This design comes from an exercise in tuning for small area and a short achievable clock period on the open sky130 flow, not from production work. Power figures rest on the tool's default switching activity, not on a simulated workload.

== job 881 ==
## wb_order_restorer
module wb_order_restorer
#(
  parameter int DEPTH = 8,
  parameter int XLEN  = 32
) (
  input  logic                    clk,
  input  logic                    rst_i,
  input  logic                    in_valid_i,
  output logic                    in_ready_o,
  input  logic                    order_change_i,
  input  logic                    l1_valid_i,
  input  logic [XLEN-1:0]         l1_pc_i,
  input  logic [rv_pkg::REG_ADDR_W-1:0]   l1_rd_i,
  input  logic                    l1_we_i,
  input  logic [XLEN-1:0]         l1_data_i,
  input  logic                    l2_valid_i,
  input  logic [XLEN-1:0]         l2_pc_i,
  input  logic [rv_pkg::REG_ADDR_W-1:0]   l2_rd_i,
  input  logic                    l2_we_i,
  input  logic [XLEN-1:0]         l2_data_i,
  output logic                    c0_valid_o,
  output logic [XLEN-1:0]         c0_pc_o,
  output logic [rv_pkg::REG_ADDR_W-1:0]   c0_rd_o,
  output logic                    c0_we_o,
  output logic [XLEN-1:0]         c0_data_o,
  output logic                    c1_valid_o,
  output logic [XLEN-1:0]         c1_pc_o,
  output logic [rv_pkg::REG_ADDR_W-1:0]   c1_rd_o,
  output logic                    c1_we_o,
  output logic [XLEN-1:0]         c1_data_o,
  input  logic                    commit_ready_i,
  output logic [$clog2(DEPTH):0]  occupancy_o
);
Size: roughly 1600 cells after synthesis, roughly 590 flip-flops, ~290 I/O pins, about 25000 um2 of cells after synthesis.
Settings: LEC_CHECK=0, CAP_MARGIN=20, CORE_MARGIN=2, CORE_UTILIZATION=40, SETUP_SLACK_MARGIN=2.3, SLEW_MARGIN=20; clock period 4.6 ns.
standard.sh (not shown) runs the stock make flow with config.mk's settings and CLKGATE_MAP_FILE= SYNTH_SCRIPT=/design/flow/synth_recipe.tcl, a recipe that flattens the netlist after the stock synthesis.
==> flow/flow/run.sh <==
#!/bin/bash
# Standard synthesis and layout (the standard.sh), except that the delay
# cells (clkdlybuf4s*, dlygate*, dlymetal*) are kept out of placement, port
# buffering and repair, so ports get plain buffers. Synthesis runs first,
# unchanged. Each tool's output goes to a log file in this folder.
set -euo pipefail
bash standard.sh synth > synth.log 2>&1
dly=""
for c in clkdlybuf4s15_1 clkdlybuf4s15_2 clkdlybuf4s18_1 clkdlybuf4s18_2 \
         clkdlybuf4s25_1 clkdlybuf4s25_2 clkdlybuf4s50_1 clkdlybuf4s50_2 \
         dlygate4sd1_1 dlygate4sd2_1 dlygate4sd3_1 \
         dlymetal6s2s_1 dlymetal6s4s_1 dlymetal6s6s_1; do
  dly="$dly sky130_fd_sc_hd__$c"
done
# the platform's config.mk appends its own list with +=
export DONT_USE_CELLS="$dly"
bash standard.sh > layout.log 2>&1
> inputs changed (job 881 -> job 8830)
Settings: SETUP_SLACK_MARGIN now 3.1, was 2.3.
==> flow/run.sh (new file) <==
#!/bin/bash
# synth_recipe.tcl (not shown) runs the flow's synth.tcl, then flattens the netlist and writes it again
# the make line also repeats each setting of config.mk as NAME=value (left out here)
make -C /OpenROAD-flow-scripts/flow DESIGN_CONFIG=/design/flow/config.mk WORK_HOME=/design/flow/orfs CLKGATE_MAP_FILE= SYNTH_SCRIPT=/design/flow/synth_recipe.tcl finish
removed: flow/flow/run.sh
removed: flow/standard.sh
[summary]
- Job 881 has a lower post-layout net count than job 8830.
- Comparing job 8830 and job 881, the lower number of antenna violations at the first check in global routing is on job 881.
- First-iteration detailed-routing DRC count, job 8830 and job 881: smaller value in job 881
- From job 881 to job 8830 the numbers moved as follows: clock network contribution to total cell area has decreased, placer congestion estimate shrank by 0.0043, global-route usage over all layers rose by 11 points.
diff inputs: job 8830 => job 9701
Settings: a change of SETUP_SLACK_MARGIN from 3.1 to 2.3.
### Flow results
Diff job 9701 and job 8830: routed wire length higher in job 8830. For the routed length per placed instance, job 9701 came in 7.6 um lower than job 8830 did. Job 8830 → job 9701: non-clock buffer count in the final layout dropped about 47%; power went down; power per standard cell area up 12%; sequential share of layout area has increased.
Inputs modified between job 9701 and job 2132:
Settings: CTS_BUF_LIST now sky130_fd_sc_hd__clkbuf_4 sky130_fd_sc_hd__clkbuf_8, previously not set.
==> comparison <==
- Per the comparison of job 2132 with job 9701, finished layout cell area picked up an extra 340 um2; area of combinational cells with multiple inputs did not really move.
- Taking job 9701 as the reference, in job 2132 via count up 397; aggregate routed wire length +720 um; overall die area level; share of power burned in the clock network level.
- Worst relative slew slack ended up 0.81 points lower on job 2132 than on job 9701.
[inputs] job 3977 vs job 2132
Settings: SETUP_SLACK_MARGIN now 2.7, was 2.3; CTS_BUF_LIST no longer set, was sky130_fd_sc_hd__clkbuf_4 sky130_fd_sc_hd__clkbuf_8.
Findings:
Diff job 2132 -> job 3977 | non-clock buffer count | up by more than half
The core utilization reported for job 3977 is greater than that of job 2132 by 8.7 points.
Higher met2 layer usage reported by global route among job 2132 and job 3977: job 3977
Post-route worst setup slack on job 3977 is behind job 2132.
Total power on job 3977 is up relative to job 2132.
Taking job 2132 over job 3977, the number of vias after detailed routing ratio works out to 0.895.
Fraction of final layout cells with drive strength greater than 1: job 3977 > job 2132
No run of this note included a check of the RTL's function; only the layout flow was run.

[static timing again, ports no longer ideal]
How much do the figures lean on ideal ports? The routed layouts below were timed once more, with nothing changed but the port constraints. Step 1 assumes that a clkbuf_16 drives the clock port and a buf_2 every other input. Step 2 adds t to the input delays and takes it off the output delays; t is the mean of the earliest and latest rising clock arrival at the registers after step 1. Input paths then give back, and output paths get back, about the clock's delay inside the block. Slacks: ideal / step 1 / step 2; pairs: ideal / step 1.
run	t (ns)	setup slack, ns	worst register clock-pin slew, ns	pins driven straight from the clock port
job 881	0.689	2.226 / 2.226 / 1.611	0.06 / 0.06	1
job 8830	0.719	2.212 / 2.212 / 1.596	0.07 / 0.07	1
job 9701	0.689	2.226 / 2.226 / 1.611	0.06 / 0.06	1
job 2132	0.746	2.184 / 2.185 / 1.453	0.07 / 0.07	1
job 3977	0.712	2.169 / 2.169 / 1.513	0.07 / 0.07	1
After both steps every run listed still meets setup and hold. For job 2132, which loses most, drivers alone change the setup slack by +0.001 ns; drivers and shift together by -0.731 ns.
